From an optimization exercise on the open Yosys and OpenROAD flow, aimed at small area; shortcuts taken in it are not production practice. Function was checked by simulation only, so behaviour that the tests miss may differ from the original. Power figures rest on the tool's default switching activity, not on a simulated workload.

### run.sh
#!/bin/bash
# synth_recipe.tcl (not shown) runs the flow's synth.tcl, then flattens the netlist and writes it again
# the make line also repeats each setting of config.mk as NAME=value (left out here)
make -C /OpenROAD-flow-scripts/flow DESIGN_CONFIG=/design/flow/config.mk WORK_HOME=/design/flow/orfs CLKGATE_MAP_FILE= SYNTH_SCRIPT=/design/flow/synth_recipe.tcl finish
### constraint.sdc
create_clock -name core_clock -period 7.0 [get_ports {clk}]
set_input_delay 1.4000 -clock core_clock [delete_from_list [all_inputs] [get_ports {clk}]]
set_output_delay 1.4000 -clock core_clock [all_outputs]
set_load 0.01 [all_outputs]
### config.mk
export PLATFORM = sky130hd
export DESIGN_NAME = branch_predictor
export DESIGN_NICKNAME = branch_predictor
export VERILOG_FILES = /design/flow/design.v
export SDC_FILE = /design/flow/constraint.sdc
export NUM_CORES = 4
export LEC_CHECK = 0
export CAP_MARGIN = 20
export CORE_MARGIN = 2
export CORE_UTILIZATION = 40
export SETUP_SLACK_MARGIN = 0.5
export SLEW_MARGIN = 20
### design.v
module branch_predictor #(
  parameter int WIDTH    = 32,
  parameter int ENTRIES  = 16,
  parameter int CNT_BITS = 2
) (
  input  logic             clk,
  input  logic             rst,
  input  logic [WIDTH-1:0] PCF,
  output logic             PredTakenF,
  output logic [WIDTH-1:0] PredTargetF,
  input  logic             ResolveE,
  input  logic             IsJumpE,
  input  logic             TakenE,
  input  logic [WIDTH-1:0] PCE,
  input  logic [WIDTH-1:0] TargetE,
  input  logic [WIDTH-1:0] PCPlus4E,
  input  logic             PredTakenE,
  input  logic [WIDTH-1:0] PredTargetE,
  input  logic             InvalidateAll,
  output logic             FlushBranch,
  output logic [WIDTH-1:0] PCRedirect,
  output logic [31:0]      BranchCount,
  output logic [31:0]      MispredCount
);
  localparam int IDX   = $clog2(ENTRIES);
  localparam int TAG_W = WIDTH - IDX - 2;
  localparam logic [CNT_BITS-1:0] CNT_MAX = '1;
  localparam logic [CNT_BITS-1:0] CNT_WT  = CNT_BITS'(1) << (CNT_BITS - 1);
  logic [ENTRIES-1:0]  valid_reg;
  logic [TAG_W-1:0]    tag_reg    [ENTRIES];
  logic [WIDTH-1:0]    target_reg [ENTRIES];
  logic [CNT_BITS-1:0] cnt_reg    [ENTRIES];
  logic [31:0] branch_count_reg;
  logic [31:0] mispred_count_reg;
  logic unused_bits;
  assign unused_bits = &{1'b0, PCF[1:0], PCE[1:0]};
  logic [IDX-1:0]   idx_f;
  logic [IDX-1:0]   idx_e;
  logic [TAG_W-1:0] tag_e;
  logic [TAG_W-1:0] tag_f;
  logic             hit_f;
  assign idx_f = PCF[IDX+1:2];
  assign idx_e = PCE[IDX+1:2];
  assign tag_e = PCE[WIDTH-1:IDX+2];
  assign tag_f = PCF[WIDTH-1:IDX+2];
  logic [ENTRIES-1:0] sel_f, sel_e;
  logic [TAG_W-1:0]   tag_rf, tag_re;
  logic [WIDTH-1:0]   target_rf;
  logic               valid_rf, valid_re, ctr_rf;
  logic [CNT_BITS-1:0] cnt_re;
  always_comb begin
    tag_rf = '0; target_rf = '0; valid_rf = 1'b0; ctr_rf = 1'b0;
    tag_re = '0; valid_re = 1'b0; cnt_re = '0;
    for (int i = 0; i < ENTRIES; i++) begin
      sel_f[i] = (idx_f == IDX'(i));
      sel_e[i] = (idx_e == IDX'(i));
      tag_rf    |= {TAG_W{sel_f[i]}} & tag_reg[i];
      target_rf |= {WIDTH{sel_f[i]}} & target_reg[i];
      valid_rf  |= sel_f[i] & valid_reg[i];
      ctr_rf    |= sel_f[i] & cnt_reg[i][CNT_BITS-1];
      tag_re    |= {TAG_W{sel_e[i]}} & tag_reg[i];
      valid_re  |= sel_e[i] & valid_reg[i];
      cnt_re    |= {CNT_BITS{sel_e[i]}} & cnt_reg[i];
    end
  end
  assign hit_f = valid_rf && (tag_rf == tag_f);
  assign PredTakenF  = hit_f && ctr_rf;
  assign PredTargetF = PredTakenF ? target_rf : '0;
  assign FlushBranch = ResolveE && ((TakenE != PredTakenE) || (TakenE && (PredTargetE != TargetE)));
  assign PCRedirect  = TakenE ? TargetE : PCPlus4E;
  logic                hit_e;
  logic [CNT_BITS-1:0] cnt_cur;
  logic [CNT_BITS-1:0] cnt_next;
  logic                alloc;    
  logic                cnt_wr;   
  assign cnt_cur = cnt_re;
  assign hit_e   = valid_re && (tag_re == tag_e);
  always_comb begin
    alloc    = ResolveE && !InvalidateAll && TakenE;
    cnt_wr   = ResolveE && !InvalidateAll && (TakenE || hit_e);
    cnt_next = cnt_cur;
    if (TakenE) begin
      if (IsJumpE)
        cnt_next = CNT_MAX;
      else if (!hit_e)
        cnt_next = CNT_WT;
      else if (cnt_cur != CNT_MAX)
        cnt_next = cnt_cur + CNT_BITS'(1);
    end else if (cnt_cur != '0) begin
      cnt_next = cnt_cur - CNT_BITS'(1);
    end
  end
  always_ff @(posedge clk or negedge rst) begin
    if (!rst)
      valid_reg <= '0;
    else if (InvalidateAll)
      valid_reg <= '0;
    else if (alloc)
      valid_reg[idx_e] <= 1'b1;
  end
  always_ff @(posedge clk) begin
    if (alloc) begin
      tag_reg[idx_e]    <= tag_e;
      target_reg[idx_e] <= TargetE;
    end
    if (cnt_wr)
      cnt_reg[idx_e] <= cnt_next;
  end
  logic [31:0] branch_count_nxt, mispred_count_nxt;
  always_comb begin
    logic [31:0] q [2];
    logic        en [2];
    logic [31:0] d [2];
    logic [32:0] c;
    logic [4:0]  blk;
    q[0] = branch_count_reg;  en[0] = ResolveE;
    q[1] = mispred_count_reg; en[1] = FlushBranch;
    for (int n = 0; n < 2; n++) begin
      blk[0] = 1'b1;
      for (int b = 0; b < 4; b++)
        blk[b+1] = blk[b] & (&q[n][8*b +: 8]);
      for (int b = 0; b < 4; b++) begin
        c[8*b] = en[n] & ~blk[4] & blk[b];
        for (int k = 0; k < 8; k++) begin
          d[n][8*b+k] = q[n][8*b+k] ^ c[8*b+k];
          c[8*b+k+1]  = q[n][8*b+k] & c[8*b+k];
        end
      end
    end
    branch_count_nxt  = d[0];
    mispred_count_nxt = d[1];
  end
  always_ff @(posedge clk or negedge rst) begin
    if (!rst) begin
      branch_count_reg  <= '0;
      mispred_count_reg <= '0;
    end else begin
      branch_count_reg  <= branch_count_nxt;
      mispred_count_reg <= mispred_count_nxt;
    end
  end
  assign BranchCount  = branch_count_reg;
  assign MispredCount = mispred_count_reg;
endmodule
==> results of run 1 <==
==> routing by layer <==
| metal | wire [um] | global-route usage, % | part of all wire [%] |
|---|---|---|---|
| met5 | 0 | 0 | 0 |
| met4 | 7080 | 11.6 | 4.2 |
| met3 | 18000 | 6.09 | 11 |
| met2 | 77800 | 45.9 | 46 |
| met1 | 65200 | 39.0 | 39 |
==> where the power goes <==
part / switching (mW) / total (mW) / internal, mW
combinational: 0.769 / 1.25 / 0.484
clock: 2.56 / 5.89 / 3.33
sequential: 0.0497 / 6.92 / 6.87
==> cells by family after synthesis <==
kind of cell | count (synthesis)
compound gates | 856
xor+xnor | 67
fa+ha+maj | 61
buf+inv | 255
flops | 1040
mux | 127
simple gates | 488
==> metrics by stage <==
stage	hold slack (ns)	cell area, um2	std cells	utilization [%]	setup WS (ns)
3_3_place_gp	0.484	50400	4678	45.7	-0.593
3_5_place_dp	0.489	50400	4678	45.7	-0.279
2_1_floorplan	0.522	44400	2894	-	1.14
6_report	0.500	54300	4892	49.2	0.367
4_1_cts	0.503	54200	4885	49.1	0.458
5_1_grt	0.532	54300	4888	49.2	0.264
==> cells in the final DEF, fill, tap and decap left out, types with 16 or more instances in the layout <==
cell	Yosys	routed
xor2_1	43	43
buf_12	0	25
ha_1	61	57
nor2_1	65	46
edfxtp_1	960	960
o21ai_0	65	65
nand3_1	75	75
nor2_4	0	16
o22ai_1	24	24
clkbuf_16	0	109
mux2_2	69	69
clkinv_1	3	24
a211oi_1	18	16
a22o_1	102	102
o2bb2ai_1	16	16
clkinv_2	0	27
nand4_1	48	48
and3_1	36	36
nor3_1	23	23
a32oi_1	29	29
nand2_1	111	111
mux2i_1	43	43
nor2b_1	20	20
a21oi_1	43	43
inv_1	30	29
a222oi_1	43	43
a221oi_1	113	113
xnor2_1	24	24
dfrtp_1	80	80
a22oi_1	272	271
clkdlybuf4s50_1	0	270
buf_4	15	197
==> final timing paths <==
| check | endpoint | cells after the start |
|---|---|---|
| max in group asynchronous | mispred_count_reg[13] | 1 |
| hold reg to reg | branch_count_reg[31] | 1 |
| min in group asynchronous | mispred_count_reg[29] | 1 |
| setup reg to reg | cnt_reg[10][1] | 8 |
| hold / removal | branch_count_reg[31] | 1 |
| setup / recovery | PredTargetF[21] | 14 |
==> worst max-delay path, stage by stage <==
cell	delay, ns
buf_8	0.27
and2_1	0.37
buf_4	0.31
a221oi_1	0.12
o32ai_1	0.52
buf_4	0.20
o22ai_1	0.12
a21o_1	0.23
nor4_2	0.22
nand4_1	0.21
buf_12	0.23
buf_4	0.19
nor3_1	0.18
clkdlybuf4s50_1	0.56
==> synth_stat cells, types with 61 or more instances <==
| library cell | n | area [um2] |
|---|---|---|
| a221oi_1 | 113 | 990 |
| a22o_1 | 102 | 893 |
| a22oi_1 | 272 | 2040 |
| buf_2 | 65 | 325 |
| clkbuf_1 | 102 | 383 |
| dfrtp_1 | 80 | 2000 |
| edfxtp_1 | 960 | 28800 |
| ha_1 | 61 | 763 |
| mux2_2 | 69 | 777 |
| nand2_1 | 111 | 417 |
| nand3_1 | 75 | 375 |
| nor2_1 | 65 | 244 |
| o21ai_0 | 65 | 325 |
==> repair_timing <==
action / CTS / global route
pin swaps: 5 / 0
hold buffers: 0 / 0
buffers inserted: 1 / 0
resized for setup: 42 / 7
setup endpoints to repair: 33 / 25
==> cell type report <==
cell class	count	area [um2]	share of cell area, %
clock buffers	130	2880	5.30
flip-flops and latches	1040	30800	56.8
inverters	33	125	0.230
diodes	7	17.5	0.0323
clock inverters	76	792	1.46
repair buffers	519	4970	9.16
well taps	1488	1860	3.43
multi-input cells	1599	12800	23.6
==> flow_metrics.py, run 1 <==
metrics = {
    "run_status": {
        "status": "complete, no violations",
    },
    "sta": {
        "drv_slew": 0,
        "hold_viol": 0,
        "tns_ns": 0,
        "worstMarginPinSlew_ns": 1.10,
        "fin_crit_sh_pct": 94.8,
        "rsz0062_at_grt": "yes",
        "fmax_mhz": 151,
        "finClkSkew_ns": 0.0462,
        "setup_viol": 0,
        "slew_headroom_pct": 26.4,
        "post-route-min-period_ns": 6.63,
    },
    "logic_synthesis": {
        "syn_area_um2": 44400,
        "ys.flop_type": "edfxtp_1",
        "postSynthCellCount": 2894,
        "synth_edf_count": 960,
        "ys_seq_area_share_pct": 69.5,
        "muxShareOfSynthArea_pct": 3.46,
        "synth_top_family_by_area": "compound AO/OA/AOI/OAI gates",
        "synth-adder-area-share_pct": 1.72,
        "avgSynthCellArea_um2": 15.3,
        "synthXorXnorAreaFrac_pct": 1.32,
        "ys_ff_latch": 1040,
        "synth_compound_area_share_pct": 15.4,
        "synth-async-reset-ratio_pct": 7.69,
        "synth-simple-area-share_pct": 6.11,
        "syn-num-nets": 3122,
        "yosysUniqueCellTypes": 87,
        "ys.warnings.count": 4,
    },
    "pwr": {
        "peakVddDrop_mv": 0.212,
        "power_density_nw_per_um2": 259,
        "leakage_nw": 18.1,
        "total_power_mw": 14.1,
    },
    "floorplan": {
        "start_util_pct": 40.2,
        "ioPinCount": 297,
        "die-area_um2": 114000,
        "placeableCoreArea_um2": 110000,
        "rows": 122,
        "die_h_um": 337,
        "die_w_um": 337,
    },
    "clock_tree": {
        "cts_buffer_depth": 3,
        "clkSinkCount": 1040,
        "cts_buffers": 109,
        "clockRootBuffer": "clkbuf_16",
        "clk_transition_reported_paths_ns": 0.06,
        "clock_latency_ns": 0.73,
        "cts_tree": "built",
        "htreeDepth": 3,
    },
    "global_route": {
        "grtUsageTotal_pct": 29.0,
        "first_global_vias": 31350,
        "overflow": 0,
        "grt_start_max_net_pins": 81,
        "grt_pass1_wl_mm": 234,
        "antenna_found_initial": 8,
    },
    "setup_path": {
        "cp_max_fo": 31,
        "end_kind": "output pin",
        "reg2reg_slack_ns": 3.02,
        "startpoint": "PCF[3]",
        "cp.arrival_ns": 5.23,
        "path_class": "in2out",
        "required_ns": 5.60,
        "crit_path_start_kind": "primary input",
        "r2r_start": "tag_reg[13][14]",
    },
    "cells_and_area": {
        "largest_reg_flops": 512,
        "fillers": 9307,
        "fin_nets": 3530,
        "drive_above_1_share_pct": 17.0,
        "syn2layout_area_growth_pct": 22.4,
    },
    "placement": {
        "dp_hpwl_mm": 99.7,
        "io_buffers": 292,
        "gp_congestion": 0.952,
    },
    "drt": {
        "first_pass_iters": 7,
        "via_count": 32006,
        "routed_wirelength_mm": 168,
        "drtIter0Drc": 4559,
        "avgViaCountPerCell": 6.54,
        "wl_per_cell_um": 34.3,
        "ant_nets": 0,
        "drc_errors": 0,
    },
    "job": {
        "cap_violations": 0,
    },
    "hold_path": {
        "hold_start": "branch_count_reg[31]",
        "holdCritPathClass": "reg2reg",
    },
}
==> run 2: changes to the inputs <==
==> flow/run.sh (new file) <==
#!/bin/bash
# Own layout flow: the standard flow (standard.sh), with
#  - synthesis: the standard synthesis script, but ABC maps with an area-oriented
#    script (flow/area.abc); registers are mapped before ABC, so they are the same;
#  - input/output port buffers of the smallest buffer instead of clkdlybuf4s50_1;
#  - CTS with small clock buffers and no dummy loads.
set -euo pipefail
W=$(pwd)
F=$W/flow

sed "s#log_cmd abc {\*}\$abc_args#log_cmd abc -script $F/area.abc {*}[lrange \$abc_args 2 end]#" \
  "$FLOW_HOME/scripts/synth.tcl" > "$W/synth_area.tcl"
grep -q "$F/area.abc" "$W/synth_area.tcl"
sed "s#\$::env(SCRIPTS_DIR)/synth.tcl#$W/synth_area.tcl#" "$W/synth_recipe.tcl" > "$W/synth_recipe_area.tcl"
grep -q "$W/synth_area.tcl" "$W/synth_recipe_area.tcl"

source "$F/knobs.sh"

bash "$W/standard.sh" "SYNTH_SCRIPT=$W/synth_recipe_area.tcl" "${KNOBS[@]}" finish > "$W/standard_finish.log" 2>&1
==> flow/area.abc (new file) <==
&get -n
&st
&dch -f
&nf -R 1000
&st
&dch -f
&nf -R 1000
&put
==> flow/knobs.sh (new file) <==
KNOBS=(
  "BUFFER_PORTS_ARGS=-buffer_cell sky130_fd_sc_hd__buf_1"
  "CTS_ARGS=-sink_clustering_enable -repair_clock_nets -buf_list sky130_fd_sc_hd__clkbuf_4 -dont_use_dummy_load"
)
==> standard.sh (new file) <==
#!/bin/bash
# synth_recipe.tcl (not shown) runs the flow's synth.tcl, then flattens the netlist and writes it again
# the make line also repeats each setting of config.mk as NAME=value (left out here)
make -C /OpenROAD-flow-scripts/flow DESIGN_CONFIG=/design/flow/config.mk WORK_HOME=/design/flow/orfs CLKGATE_MAP_FILE= SYNTH_SCRIPT=/design/flow/synth_recipe.tcl "${@:-finish}"
--- a/config.mk
+++ b/config.mk
@@ -7,6 +7,7 @@
 export LEC_CHECK = 0
 export CAP_MARGIN = 20
 export CORE_MARGIN = 2
-export CORE_UTILIZATION = 40
-export SETUP_SLACK_MARGIN = 0.5
+export CORE_UTILIZATION = 65
+export PLACE_DENSITY = 0.72
+export SETUP_SLACK_MARGIN = 0
 export SLEW_MARGIN = 20
removed: run.sh
==> run 2 against run 1 <==
Sequential share of layout area is 9.4 points higher. Worst setup slack worse by 0.25 ns. Die area is 43% lower. Via count is 5.1% lower. Power is 17% lower. Critical path depth is 2 higher. Flip-flop and latch count stayed put. Combinational power is 36% lower. Cell count is 19% lower. Hold slack worse by 0.069 ns.
==> flow_metrics.py, run 2 <==
metrics = {
    "logic_synthesis": {
        "avgSynthCellArea_um2": 16.9,
        "yosysTopAreaCell": "edfxtp_1",
        "ys_ff_latch": 1040,
        "synth_edf_count": 960,
        "synth_top_area_share_pct": 71.2,
        "yosysUniqueCellTypes": 42,
        "ys.warnings.count": 4,
        "yosysMostFrequentCell": "edfxtp_1",
        "ys_seq_area_share_pct": 76.1,
        "synth.area.top_cells": "edfxtp_1, a22oi_1, dfrtp_1, a222oi_1, ha_1",
        "syn_area_um2": 40500,
        "synth-async-reset-ratio_pct": 7.69,
        "postSynthCellCount": 2393,
        "ys.flop_type": "edfxtp_1",
        "syn-num-nets": 2621,
        "synthTopCellsByCount": "edfxtp_1, a22oi_1, a222oi_1",
    },
    "setup_path": {
        "end_kind": "output pin",
        "critPathTopFamily": "simple AND/OR/NAND/NOR gates",
        "cp.arrival_ns": 5.49,
        "cp_slowest_stage_delay_ns": 0.50,
        "r2r_start": "tag_reg[5][13]",
        "path_cells": "buf_1 > buf_4 > nand2_1 > nor3_4 > buf_4 > a222oi_1 > nand3_1 > and4b_1 > a221oi_1 > nand3_1 > nor4_4 > buf_4 > nand4_1 > buf_12 > a31oi_1 > buf_1",
        "required_ns": 5.60,
        "ff2ff_path_depth": 13,
        "path_class": "in2out",
        "worstReg2RegEnd": "cnt_reg[6][1]",
        "cpMaxStageDelayCell": "buf_4",
        "worst-path-buf-inv": 6,
        "reg2reg_slack_ns": 3.57,
        "crit_top_cell": "buf_4",
        "crit_path_start_kind": "primary input",
        "cp_max_fo": 27,
    },
    "pwr": {
        "peakVddDrop_mv": 0.192,
        "power_frac_seq_pct": 59.5,
        "power_density_nw_per_um2": 250,
        "leakage_nw": 15.3,
        "combPwrFrac_pct": 6.8,
        "p_clk_share_pct": 33.7,
        "p_sw_mw": 2.71,
        "swShare_pct": 23.3,
        "power.internal_mw": 8.92,
    },
    "sta": {
        "slew_headroom_pct": 17.0,
        "post-route-min-period_ns": 6.89,
        "hold_viol": 0,
        "setup_viol": 0,
        "fin_crit_sh_pct": 98.4,
        "rsz0062_at_grt": "no",
        "worstMarginPinSlew_ns": 1.24,
        "drv_slew": 0,
        "fmax_mhz": 145,
        "finClkSkew_ns": 0.0569,
        "tns_ns": 0,
        "fin_ws_ns": 0.114,
    },
    "floorplan": {
        "die_w_um": 254,
        "rows": 91,
        "die_h_um": 254,
        "die-area_um2": 64300,
        "ioPinCount": 297,
        "start_util_pct": 65.6,
        "placeableCoreArea_um2": 61700,
    },
    "drt": {
        "routed-wl-met2_mm": 63.2,
        "drc_errors": 0,
        "top_layer": "met5",
        "avgViaCountPerCell": 7.66,
        "ant_nets": 0,
        "via_count": 30371,
        "drt-met1-wl_mm": 45.6,
        "routed_wirelength_mm": 140,
        "wl_met3_mm": 23.0,
        "first_pass_iters": 12,
        "drtIter0Drc": 6892,
        "wl_per_cell_um": 35.4,
    },
    "clock_tree": {
        "clockRootBuffer": "clkbuf_4",
        "clk_transition_reported_paths_ns": 0.06,
        "clkSinkCount": 1040,
        "htreeDepth": 5,
        "cts_tree": "built",
        "cts_buffer_depth": 4,
        "clock_latency_ns": 1.13,
        "ctsHoldBuffers": 0,
        "cts_buffers": 278,
    },
    "hold_path": {
        "holdCritPathClass": "in2async",
    },
    "global_route": {
        "grtUsageTotal_pct": 43.7,
        "overflow": 0,
        "antenna_found_initial": 7,
        "grt_pass1_wl_mm": 197,
        "grt_start_max_net_pins": 81,
        "first_global_vias": 30014,
    },
    "placement": {
        "io_buffers": 292,
        "placed_area_um2": 44400,
        "gp_congestion": 0.957,
        "dp_hpwl_mm": 81.0,
        "pre_cts_slack_ns": 0.0866,
    },
    "run_status": {
        "status": "complete, no violations",
    },
    "cells_and_area": {
        "final_common_cell": "edfxtp_1",
        "syn2layout_area_growth_pct": 15.0,
        "design_area_um2": 46600,
        "drive_above_1_share_pct": 15.3,
        "layout_common_cells": "edfxtp_1, a22oi_1, buf_1",
        "fin_nets": 3352,
        "largest_reg_flops": 512,
    },
    "job": {
        "cap_violations": 0,
    },
}
run 2: cell types whose count changed after synthesis, sizes merged, moves of 51 or more:
cell,before,now
a221oi,113,57
buf,120,0
clkbuf,102,0
nor2,65,119
mux2,70,14
a222oi,43,190
o21ai,66,13
a22o,102,51
run 2: metrics by stage:
stage	power, mW	hold WS (ns)	instances	util (%)
after floorplan	7.37	0.482	2393	-
after global placement	7.77	0.480	3672	71.8
final	11.6	0.431	3967	75.5
after CTS	11.6	0.468	3952	75.3
after global routing	12.0	0.506	3963	75.5
after detailed placement	7.80	0.485	3674	71.9
run 2: final cells by class:
type / count / area (um2)
Multi-Input combinational cell: 1307 / 9820
Sequential cell: 1040 / 30800
Clock buffer: 278 / 2090
Antenna cell: 8 / 20.0
Tap cell: 837 / 1050
Inverter: 47 / 176
Timing Repair Buffer: 450 / 2610
Fill cell: 3852 / 15100
run 2: cell families after synthesis:
kind of cell	Yosys count	share of synthesized area, %
compound gates	733	14.6
mux	14	0.389
xor+xnor	39	0.843
flops	1040	76.1
fa+ha+maj	61	1.88
buf+inv	47	0.435
simple gates	459	5.77
run 2: power by group through the flow:
stage / clock network [mW] / logic, mW / registers (mW)
final: 3.92 / 0.795 / 6.92
after global routing: 4.21 / 0.830 / 6.92
after global placement: 0 / 0.732 / 7.04
after floorplan: 0 / 0.318 / 7.06
after CTS: 3.95 / 0.758 / 6.92
after detailed placement: 0 / 0.755 / 7.05
run 2: how the worst max path moves through the flow:
stage | startpoint | endpoint | slack [ns] | cells past startpoint
6_report | PCF[5] | PredTargetF[10] | 0.11 | 16
5_1_grt | PCF[3] | PredTargetF[15] | 0.04 | 17
4_1_cts | PCF[2] | PredTargetF[4] | 0.03 | 14
3_5_place_dp | PCF[2] | PredTargetF[4] | 0.09 | 14
3_3_place_gp | PCF[2] | PredTargetF[4] | 0.07 | 14
2_1_floorplan | PCF[4] | PredTargetF[10] | 0.18 | 12
run 2: layer usage:
metal,GRT usage [%],up-vias
met5,0,-
met4,25.0,6
met3,11.8,668
met2,65.5,3180
met1,58.6,14546
li1,-,11971
run 2: what timing repair did:
action | CTS | global route
gates resized for setup | 0 | 9
buffers inserted | 0 | 5
endpoints found under the setup margin | 0 | 33
==> run 3: changes to the inputs <==
==> flow/knobs.sh (replaced) <==
KNOBS=(
  "BUFFER_PORTS_ARGS=-buffer_cell sky130_fd_sc_hd__buf_1"
  "CTS_ARGS=-sink_clustering_enable -repair_clock_nets -buf_list sky130_fd_sc_hd__clkbuf_4 -sink_clustering_size 10 -sink_clustering_max_diameter 40 -dont_use_dummy_load"
)
--- a/config.mk
+++ b/config.mk
@@ -9,5 +9,5 @@
 export CORE_MARGIN = 2
 export CORE_UTILIZATION = 65
 export PLACE_DENSITY = 0.72
-export SETUP_SLACK_MARGIN = 0
+export SETUP_SLACK_MARGIN = 0.1
 export SLEW_MARGIN = 20
==> run 3 against run 2 <==
Clock power fell by 28%. Flip-flop and latch count did not move. Still clean on timing, DRC and antenna. Power fell by 9.5%. Largest power group unchanged. First-iteration DRC count fell by 0.39%. Highest routed layer unchanged.
==> flow_metrics.py, run 3 <==
metrics = {
    "run_status": {
        "status": "complete, no violations",
    },
    "global_route": {
        "overflow": 0,
        "first_global_vias": 29109,
        "grtUsageTotal_pct": 43.5,
        "grt_pass1_wl_mm": 195,
        "grt_start_max_net_pins": 81,
        "antenna_found_initial": 7,
    },
    "logic_synthesis": {
        "ys_seq_area_share_pct": 76.1,
        "synthTopCellsByCount": "edfxtp_1, a22oi_1, a222oi_1",
        "ys_ff_latch": 1040,
        "yosysMostFrequentCell": "edfxtp_1",
        "ys.flop_type": "edfxtp_1",
        "syn_area_um2": 40500,
        "yosysUniqueCellTypes": 42,
        "ys.warnings.count": 4,
        "synth.area.top_cells": "edfxtp_1, a22oi_1, dfrtp_1, a222oi_1, ha_1",
        "avgSynthCellArea_um2": 16.9,
        "syn-num-nets": 2621,
        "yosysTopAreaCell": "edfxtp_1",
        "synth-async-reset-ratio_pct": 7.69,
        "postSynthCellCount": 2393,
        "synth_edf_count": 960,
        "synth_top_area_share_pct": 71.2,
    },
    "cells_and_area": {
        "largest_reg_flops": 512,
        "fillers": 3938,
        "layout_common_cells": "edfxtp_1, a22oi_1, buf_1",
        "fin_nets": 3218,
        "drive_above_1_share_pct": 11.5,
        "seq_area_um2": 30800,
        "final_common_cell": "edfxtp_1",
        "syn2layout_area_growth_pct": 12.5,
        "instances_no_fill": 3835,
        "multi_input_area_um2": 9820,
    },
    "pwr": {
        "leakage_nw": 14.6,
        "p_sw_mw": 2.48,
        "swShare_pct": 23.6,
        "power_frac_seq_pct": 65.6,
        "total_power_mw": 10.5,
        "combPwrFrac_pct": 7.5,
        "power_density_nw_per_um2": 231,
        "peakVddDrop_mv": 0.200,
        "p_clk_share_pct": 26.8,
        "power.internal_mw": 8.05,
    },
    "drt": {
        "via_count": 29739,
        "ant_nets": 0,
        "routed_wirelength_mm": 139,
        "drc_errors": 0,
        "drtIter0Drc": 6865,
        "wl_per_cell_um": 36.3,
        "avgViaCountPerCell": 7.75,
        "first_pass_iters": 13,
    },
    "placement": {
        "dp_hpwl_mm": 81.0,
        "dpl.cell_count": 3674,
        "gp_congestion": 0.957,
        "io_buffers": 292,
    },
    "floorplan": {
        "start_util_pct": 65.6,
        "die_h_um": 254,
        "die-area_um2": 64300,
        "die_w_um": 254,
        "ioPinCount": 297,
        "rows": 91,
        "placeableCoreArea_um2": 61700,
    },
    "sta": {
        "drv_slew": 0,
        "hold_viol": 0,
        "fmax_mhz": 146,
        "tns_ns": 0,
        "finClkSkew_ns": 0.0841,
        "post-route-min-period_ns": 6.87,
        "rsz0062_at_grt": "no",
        "worstMarginPinSlew_ns": 1.24,
        "fin_crit_sh_pct": 98.2,
        "slew_headroom_pct": 17.2,
        "setup_viol": 0,
    },
    "clock_tree": {
        "cts_buffers": 144,
        "htreeDepth": 4,
        "clkSinkCount": 1040,
        "ctsHoldBuffers": 0,
        "clock_latency_ns": 1.06,
        "clk_transition_reported_paths_ns": 0.09,
        "clockRootBuffer": "clkbuf_4",
        "cts_tree": "built",
        "cts_buffer_depth": 3,
    },
    "setup_path": {
        "critPathTopFamily": "simple AND/OR/NAND/NOR gates",
        "path_class": "in2out",
        "cp_slowest_stage_delay_ns": 1.02,
        "crit_path_start_kind": "primary input",
        "required_ns": 5.60,
        "r2r_start": "tag_reg[9][4]",
        "startpoint": "PCF[5]",
        "path_cells": "buf_1 > nand2b_2 > nor2_2 > a222oi_1 > nand2_1 > nor2_1 > nand2_1 > o21ai_0 > nor4_1 > nand4_1 > buf_12 > a31oi_1 > buf_1",
        "worst-path-buf-inv": 3,
        "end_kind": "output pin",
        "cp.arrival_ns": 5.47,
        "cpMaxStageDelayCell": "nor2_2",
        "cp_max_fo": 27,
    },
    "hold_path": {
        "hold_start": "mispred_count_reg[23]",
        "holdCritPathClass": "reg2reg",
    },
    "job": {
        "cap_violations": 0,
    },
}
-- run 3: cell type report --
type,instances,share of cell area [%]
diodes,10,0.0549
clock buffers,144,2.37
inverters,47,0.387
multi-input cells,1307,21.6
flip-flops and latches,1040,67.6
well taps,837,2.30
repair buffers,450,5.69
-- run 3: cell families after synthesis --
logic type	Yosys count	synth area share [%]
DFF	1040	76.1
AOI/OAI and AO/OA	733	14.6
adders and majority gates	61	1.88
muxes	14	0.389
buffers and inverters	47	0.435
xor gates and xnor gates	39	0.843
and+or+nand+nor	459	5.77
-- run 3: through the flow --
stage	util [%]	cell area (um2)	worst slack (ns)	hold WS, ns
floorplan	-	40600	0.178	0.482
detailed placement	71.9	44400	0.0866	0.485
global placement	71.8	44300	0.0651	0.480
finish	73.8	45600	0.128	0.498
global route	73.8	45600	0.125	0.521
CTS	73.7	45500	0.118	0.504
-- run 3: worst register-to-register path, cell delays in order (launching register included) --
cell and delay (ns):
edfxtp_1 0.45, a22oi_1 0.18, nand4_1 0.14, nor2_1 0.38, o22ai_1 0.16, nor4_1 0.67
nand2_1 0.10, nor4_1 0.28, buf_4 0.20, o21ai_0 0.08, buf_4 0.23, nor2_1 0.25
-- run 3: power groups by stage --
stage	sequential, mW	clock (mW)	combinational (mW)
after floorplan	7.06	0	0.318
after global placement	7.04	0	0.732
after detailed placement	7.05	0	0.755
after CTS	6.91	2.83	0.761
after global routing	6.92	3.05	0.829
final	6.91	2.82	0.794
-- run 3: final timing paths --
path	depth (start not counted)	to	slack, ns
worst max-delay path	13	PredTargetF[10]	0.13
worst min-delay path	1	mispred_count_reg[23]	0.50
worst max register to register	11	cnt_reg[6][0]	3.55
worst min register to register	1	mispred_count_reg[23]	0.50
max in group asynchronous	1	valid_reg[11]	5.74
min in group asynchronous	1	mispred_count_reg[12]	0.53
-- run 3: routing by layer --
layer,track usage [%],part of all wire [%],vias up
met3,11.3,17,636
met1,59.0,32,14240
li1,-,-,11665
met2,65.7,45,3194
met5,0,0.019,-
met4,22.7,6.0,4
-- run 3: repair_timing --
action,in CTS,in global routing
pin swaps,2,1
cloned,1,0
hold endpoints to repair,0,0
buffers inserted,3,2
setup endpoints to repair,3,32
resized for setup,4,6
==> run 4: changes to the inputs <==
--- a/config.mk
+++ b/config.mk
@@ -7,7 +7,7 @@
 export LEC_CHECK = 0
 export CAP_MARGIN = 20
 export CORE_MARGIN = 2
-export CORE_UTILIZATION = 65
-export PLACE_DENSITY = 0.72
+export CORE_UTILIZATION = 70
+export PLACE_DENSITY = 0.78
 export SETUP_SLACK_MARGIN = 0.1
 export SLEW_MARGIN = 20
==> run 4 against run 3 <==
Worst setup slack improved by 0.055 ns. Hold slack got worse by 0.081 ns. Utilization up 4.9 points. Final area shrank 0.67%. Die area fell by 7.0%. Clock power shrank 2%. Sequential share of layout area rose by 0.46 points. Cell count down 2.2%. Synthesized area unchanged. Via count rose by 1.7%. Critical path type unchanged.
==> flow_metrics.py, run 4 <==
metrics = {
    "global_route": {
        "grt_start_max_net_pins": 81,
        "antenna_found_initial": 13,
        "grtUsageTotal_pct": 46.6,
        "first_global_vias": 29674,
        "overflow": 0,
        "grt_pass1_wl_mm": 197,
    },
    "pwr": {
        "leakage_nw": 14.5,
        "p_sw_mw": 2.48,
        "peakVddDrop_mv": 0.185,
        "power.internal_mw": 7.99,
        "combPwrFrac_pct": 7.5,
        "power_frac_seq_pct": 66.0,
        "p_clk_share_pct": 26.4,
        "power_density_nw_per_um2": 231,
        "swShare_pct": 23.7,
    },
    "cells_and_area": {
        "final_common_cell": "edfxtp_1",
        "layout_common_cells": "edfxtp_1, a22oi_1, buf_1",
        "design_area_um2": 45300,
        "largest_reg_flops": 512,
        "fin_nets": 3203,
        "drive_above_1_share_pct": 11.0,
        "instances_no_fill": 3750,
        "syn2layout_area_growth_pct": 11.7,
    },
    "setup_path": {
        "r2r_start": "tag_reg[14][16]",
        "path_class": "in2out",
        "required_ns": 5.60,
        "reg2reg_slack_ns": 3.55,
        "cp_max_fo": 17,
        "crit_path_start_kind": "primary input",
        "cp.arrival_ns": 5.42,
        "ff2ff_path_depth": 11,
        "end_kind": "output pin",
        "worstReg2RegEnd": "cnt_reg[15][1]",
    },
    "clock_tree": {
        "clockRootBuffer": "clkbuf_4",
        "htreeDepth": 4,
        "ctsHoldBuffers": 0,
        "clock_latency_ns": 1.01,
        "cts_buffers": 136,
        "clkSinkCount": 1040,
        "cts_tree": "built",
        "clk_transition_reported_paths_ns": 0.09,
        "cts_buffer_depth": 3,
    },
    "drt": {
        "wl_per_cell_um": 37.1,
        "first_pass_iters": 10,
        "avgViaCountPerCell": 8.06,
        "routed_wirelength_mm": 139,
        "via_count": 30243,
        "drc_errors": 0,
        "drtIter0Drc": 7068,
        "ant_nets": 0,
    },
    "logic_synthesis": {
        "syn-num-nets": 2621,
        "synth_edf_count": 960,
        "ys.warnings.count": 4,
        "yosysMostFrequentCell": "edfxtp_1",
        "avgSynthCellArea_um2": 16.9,
        "synth.area.top_cells": "edfxtp_1, a22oi_1, dfrtp_1, a222oi_1, ha_1",
        "postSynthCellCount": 2393,
        "ys_seq_area_share_pct": 76.1,
        "ys_ff_latch": 1040,
        "yosysUniqueCellTypes": 42,
        "synth_top_area_share_pct": 71.2,
        "ys.flop_type": "edfxtp_1",
        "synth-async-reset-ratio_pct": 7.69,
        "yosysTopAreaCell": "edfxtp_1",
        "syn_area_um2": 40500,
        "synthTopCellsByCount": "edfxtp_1, a22oi_1, a222oi_1",
    },
    "floorplan": {
        "die_w_um": 245,
        "placeableCoreArea_um2": 57500,
        "ioPinCount": 297,
        "die_h_um": 245,
        "die-area_um2": 59800,
        "rows": 88,
        "start_util_pct": 70.5,
    },
    "job": {
        "cap_violations": 0,
    },
    "placement": {
        "gp_congestion": 0.969,
        "io_buffers": 292,
        "dp_hpwl_mm": 80.7,
        "placed_area_um2": 44200,
        "dpl.cell_count": 3595,
    },
    "sta": {
        "tns_ns": 0,
        "rsz0062_at_grt": "no",
        "finClkSkew_ns": 0.0605,
        "worstMarginPinSlew_ns": 1.23,
        "fin_crit_sh_pct": 97.4,
        "fmax_mhz": 147,
        "post-route-min-period_ns": 6.82,
        "drv_slew": 0,
        "setup_viol": 0,
        "slew_headroom_pct": 17.9,
        "hold_viol": 0,
    },
    "run_status": {
        "status": "complete, no violations",
    },
    "hold_path": {
        "holdCritPathClass": "in2async",
    },
}
==> run 4: cell counts after synthesis <==
No cell type changed its count.
==> run 4: cells by family after synthesis <==
| logic type | count (synthesis) | share of synthesized area [%] |
|---|---|---|
| multiplexers | 14 | 0.389 |
| flip-flops | 1040 | 76.1 |
| AO/OA/AOI/OAI | 733 | 14.6 |
| adder cells (fa/ha/maj) | 61 | 1.88 |
| AND/OR/NAND/NOR | 459 | 5.77 |
| XOR/XNOR | 39 | 0.843 |
| buffers and inverters | 47 | 0.435 |
==> run 4: metal layers <==
metal	vias up	part of all wire (%)	GRT usage [%]
met5	-	0.024	0
met4	6	6.2	25.5
met3	742	18	12.9
met2	3540	45	70.1
met1	14322	31	62.6
li1	11633	-	-
==> run 4: how the worst max path moves through the flow <==
stage | startpoint | to | slack (ns) | cells after the start
4_1_cts | PCF[4] | PredTargetF[11] | 0.11 | 17
2_1_floorplan | PCF[4] | PredTargetF[10] | 0.18 | 12
3_3_place_gp | PCF[4] | PredTargetF[11] | 0.24 | 18
6_report | PCF[3] | PredTargetF[11] | 0.18 | 15
5_1_grt | PCF[5] | PredTargetF[11] | 0.09 | 17
3_5_place_dp | PCF[4] | PredTargetF[11] | 0.14 | 17
==> run 4: layout make-up <==
class,instances,area (um2)
tap,765,957
antenna,12,30.0
sequential,1040,30800
clock buffer,136,1020
inverter,47,176
timing repair buffer,443,2460
multi-input combinational,1307,9790
fill,3276,12200
==> run 4: timing repair <==
action | 4_1_cts | 5_1_grt
gates resized for setup | 0 | 4
endpoints found under the setup margin | 0 | 31
setup buffers | 0 | 6
==> run 4: worst max-delay path, stage by stage <==
cell,delay [ns]
buf_1,0.24
nand2b_1,0.17
nor3_4,0.68
buf_4,0.42
buf_4,0.27
a222oi_1,0.11
nand2_1,0.10
nor2_1,0.08
a221o_1,0.35
nor4_1,0.47
nand4_1,0.30
buf_12,0.26
buf_4,0.16
a31oi_1,0.21
buf_1,0.19
==> run 4: power by group through the flow <==
stage	sequential, mW	clock, mW	combinational, mW
floorplan	7.06	0	0.318
global placement	7.05	0	0.727
detailed placement	7.05	0	0.753
CTS	6.91	2.75	0.755
global route	6.92	2.98	0.820
finish	6.91	2.77	0.788
==> run 4: metrics by stage <==
step / setup WS [ns] / utilization, % / power [mW] / hold slack, ns
3_5_place_dp: 0.143 / 76.8 / 7.80 / 0.489
3_3_place_gp: 0.241 / 76.8 / 7.77 / 0.478
5_1_grt: 0.0924 / 78.8 / 10.7 / 0.421
6_report: 0.183 / 78.8 / 10.5 / 0.416
4_1_cts: 0.107 / 78.6 / 10.4 / 0.507
2_1_floorplan: 0.178 / - / 7.37 / 0.482
==> run 5: changes to the inputs <==
==> flow/knobs.sh (replaced) <==
KNOBS=(
  "BUFFER_PORTS_ARGS=-buffer_cell sky130_fd_sc_hd__buf_1"
  "CTS_ARGS=-sink_clustering_enable -repair_clock_nets -buf_list sky130_fd_sc_hd__clkbuf_4 -sink_clustering_size 8 -sink_clustering_max_diameter 35 -dont_use_dummy_load"
)
--- a/config.mk
+++ b/config.mk
@@ -5,9 +5,9 @@
 export SDC_FILE = /design/flow/constraint.sdc
 export NUM_CORES = 4
 export LEC_CHECK = 0
-export CAP_MARGIN = 20
+export CAP_MARGIN = 5
 export CORE_MARGIN = 2
 export CORE_UTILIZATION = 70
 export PLACE_DENSITY = 0.78
 export SETUP_SLACK_MARGIN = 0.1
-export SLEW_MARGIN = 20
+export SLEW_MARGIN = 5
==> run 5 against run 4 <==
Still clean. Cell count up 0.83%. Clock skew is 0.0019 ns higher. Synthesized cell count stayed put. Utilization rose by 0.40 points. Clock power is 8.7% higher. Non-clock buffer count up 3. Global-route usage rose by 0.26 points. Worst setup slack worse by 0.026 ns. Synthesized area unchanged. Via count is essentially flat. Highest routed layer unchanged.
==> flow_metrics.py, run 5 <==
metrics = {
    "floorplan": {
        "ioPinCount": 297,
        "placeableCoreArea_um2": 57500,
        "start_util_pct": 70.5,
        "die-area_um2": 59800,
        "rows": 88,
        "die_h_um": 245,
        "die_w_um": 245,
    },
    "logic_synthesis": {
        "synth-async-reset-ratio_pct": 7.69,
        "ys.flop_type": "edfxtp_1",
        "synthTopCellsByCount": "edfxtp_1, a22oi_1, a222oi_1",
        "synth.area.top_cells": "edfxtp_1, a22oi_1, dfrtp_1, a222oi_1, ha_1",
        "syn_area_um2": 40500,
        "synth_edf_count": 960,
        "ys_seq_area_share_pct": 76.1,
        "postSynthCellCount": 2393,
        "yosysTopAreaCell": "edfxtp_1",
        "yosysMostFrequentCell": "edfxtp_1",
        "ys_ff_latch": 1040,
        "avgSynthCellArea_um2": 16.9,
        "ys.warnings.count": 4,
        "yosysUniqueCellTypes": 42,
        "synth_top_area_share_pct": 71.2,
        "syn-num-nets": 2621,
    },
    "clock_tree": {
        "clockRootBuffer": "clkbuf_4",
        "cts_buffers": 164,
        "cts_tree": "built",
        "clk_transition_reported_paths_ns": 0.09,
        "cts_buffer_depth": 3,
        "ctsHoldBuffers": 0,
        "clock_latency_ns": 1.04,
        "htreeDepth": 4,
        "clkSinkCount": 1040,
    },
    "cells_and_area": {
        "final_common_cell": "edfxtp_1",
        "syn2layout_area_growth_pct": 12.3,
        "drive_above_1_share_pct": 11.8,
        "layout_common_cells": "edfxtp_1, a22oi_1, buf_1",
        "largest_reg_flops": 512,
        "design_area_um2": 45500,
        "fillers": 3241,
        "fin_nets": 3233,
    },
    "drt": {
        "drtIter0Drc": 7012,
        "drc_errors": 0,
        "via_count": 30229,
        "avgViaCountPerCell": 7.99,
        "wl_per_cell_um": 36.8,
        "first_pass_iters": 14,
        "ant_nets": 0,
        "routed_wirelength_mm": 139,
    },
    "global_route": {
        "first_global_vias": 29830,
        "grtUsageTotal_pct": 46.8,
        "overflow": 0,
        "grt_pass1_wl_mm": 197,
        "antenna_found_initial": 13,
        "grt_start_max_net_pins": 81,
    },
    "sta": {
        "drv_slew": 0,
        "hold_viol": 0,
        "post-route-min-period_ns": 6.84,
        "setup_viol": 0,
        "fmax_mhz": 146,
        "rsz0062_at_grt": "no",
        "tns_ns": 0,
        "slew_headroom_pct": 19.5,
        "fin_crit_sh_pct": 97.8,
        "finClkSkew_ns": 0.0624,
        "worstMarginPinSlew_ns": 1.21,
    },
    "pwr": {
        "power_density_nw_per_um2": 235,
        "combPwrFrac_pct": 7.3,
        "power_frac_seq_pct": 64.5,
        "leakage_nw": 14.7,
        "p_clk_share_pct": 28.1,
        "p_sw_mw": 2.54,
        "swShare_pct": 23.7,
        "power.internal_mw": 8.17,
        "peakVddDrop_mv": 0.191,
    },
    "placement": {
        "dp_hpwl_mm": 80.7,
        "gp_congestion": 0.969,
        "io_buffers": 292,
        "placed_area_um2": 44200,
    },
    "setup_path": {
        "startpoint": "PCF[3]",
        "crit_path_start_kind": "primary input",
        "r2r_start": "tag_reg[14][16]",
        "cp.arrival_ns": 5.44,
        "cp_max_fo": 17,
        "cp_slowest_stage_delay_ns": 0.67,
        "path_class": "in2out",
        "cpMaxStageDelayCell": "nor3_4",
        "worstReg2RegEnd": "cnt_reg[4][0]",
        "reg2reg_slack_ns": 3.57,
        "path_cells": "buf_1 > nand2b_1 > nor3_4 > buf_4 > buf_4 > a222oi_1 > nand2_1 > nor2_1 > a221o_1 > nor4_1 > nand4_1 > buf_12 > buf_4 > a31oi_1 > buf_1",
        "ff2ff_path_depth": 11,
        "end_kind": "output pin",
        "crit_top_cell": "buf_4",
        "required_ns": 5.60,
    },
    "hold_path": {
        "min_to": "mispred_count_reg[23]",
        "hold_start": "mispred_count_reg[23]",
        "holdCritPathClass": "reg2reg",
        "whs_path_depth": 1,
    },
    "run_status": {
        "status": "complete, no violations",
    },
    "job": {
        "cap_violations": 0,
    },
}
-- run 5: cell counts after synthesis --
No cell type changed its count.
-- run 5: cell families (layout without fill, tap and decap cells) --
family                     Yosys count  in the layout  share of synthesized area (%)
AOI/OAI and AO/OA                  733            733                           14.6
xor gates and xnor gates            39             39                          0.843
adders and majority gates           61             61                           1.88
buffers and inverters               47            657                          0.435
DFF                               1040           1040                           76.1
muxes                               14             14                          0.389
other                                0             13                              0
and+or+nand+nor                    459            459                           5.77
-- run 5: routing by layer --
metal	track usage, %	wire (um)	up-vias
li1	-	-	11702
met1	62.7	43300	14382
met2	70.3	62600	3444
met3	13.5	24500	697
met4	25.8	8530	4
met5	0	20	-
-- run 5: critical path: cells and delay by family --
kind                   cells  cell delay (ns)
AO/OA/AOI/OAI              3             0.68
buffers and inverters      6             1.53
AND/OR/NAND/NOR            6             1.81
-- run 5: power groups by stage --
| stage | combinational (mW) | clock [mW] | sequential (mW) |
|---|---|---|---|
| after floorplan | 0.318 | 0 | 7.06 |
| after global placement | 0.727 | 0 | 7.05 |
| after detailed placement | 0.753 | 0 | 7.05 |
| after CTS | 0.755 | 2.99 | 6.91 |
| after global routing | 0.821 | 3.24 | 6.92 |
| final | 0.785 | 3.01 | 6.91 |
-- run 5: cell type report --
cell class                      count  area, um2  share of cell area [%]
Sequential cell                  1040      30800                    67.8
Multi-Input combinational cell   1306       9780                    21.5
Timing Repair Buffer              446       2500                    5.49
Clock buffer                      164       1230                    2.71
Tap cell                          765        957                    2.10
Inverter                           47        176                   0.388
Antenna cell                       13       32.5                  0.0715
-- run 5: stage by stage --
step,setup WS (ns),power [mW],hold slack (ns),util [%],cells
global placement,0.241,7.77,0.478,76.8,3595
detailed placement,0.143,7.80,0.489,76.8,3595
CTS,0.105,10.7,0.504,79.0,3759
floorplan,0.178,7.37,0.482,-,2393
finish,0.157,10.7,0.501,79.2,3781
global route,0.115,11.0,0.522,79.2,3781
-- run 5: timing repair --
item | in CTS | in global routing
endpoints found under the setup margin | 0 | 30
resized for setup | 0 | 2
buffers inserted | 0 | 9
-- run 5: how the worst max path moves through the flow --
| stage | endpoint | cells past startpoint |
|---|---|---|
| 6_report | PredTargetF[11] | 15 |
| 5_1_grt | PredTargetF[11] | 17 |
| 4_1_cts | PredTargetF[11] | 17 |
| 3_5_place_dp | PredTargetF[11] | 17 |
| 3_3_place_gp | PredTargetF[11] | 18 |
| 2_1_floorplan | PredTargetF[10] | 12 |

## port drivers added, routing unchanged
The flow's constraints put no driver on any port. The routed layouts listed below were extracted and timed again, unchanged, in two steps. Step 1, drivers: a clkbuf_16 drives clk and a buf_2 each remaining input, both assumed. Step 2 moves the port delays by t, midway between the first and last clock arrival at a register: inputs arrive t later, outputs are due t later. That takes back most of the time a late clock gives input paths. a / b / c = no drivers / after step 1 / after step 2; a / b = the first two.
| run | t (ns) | setup WS [ns] | hold WS [ns] | worst slew at a driven data input, ns | pins driven straight from the clock port |
|---|---|---|---|---|---|
| run 1 | 0.788 | 0.367 / 0.312 / 0.312 | 0.500 / 0.500 / 0.500 | 0.18 | 1 |
| run 2 | 1.163 | 0.114 / 0.053 / 0.053 | 0.431 / 0.398 / 0.494 | 0.13 | 1 |
| run 3 | 1.075 | 0.128 / 0.080 / 0.080 | 0.498 / 0.493 / 0.498 | 0.13 | 1 |
| run 4 | 1.052 | 0.183 / 0.106 / 0.106 | 0.416 / 0.397 / 0.504 | 0.13 | 1 |
| run 5 | 1.090 | 0.157 / 0.076 / 0.076 | 0.501 / 0.501 / 0.501 | 0.12 | 1 |
After both steps setup and hold are still met in every run listed. The setup slack of run 5, which loses most, moves by -0.081 ns with the drivers and by -0.081 ns with both steps.
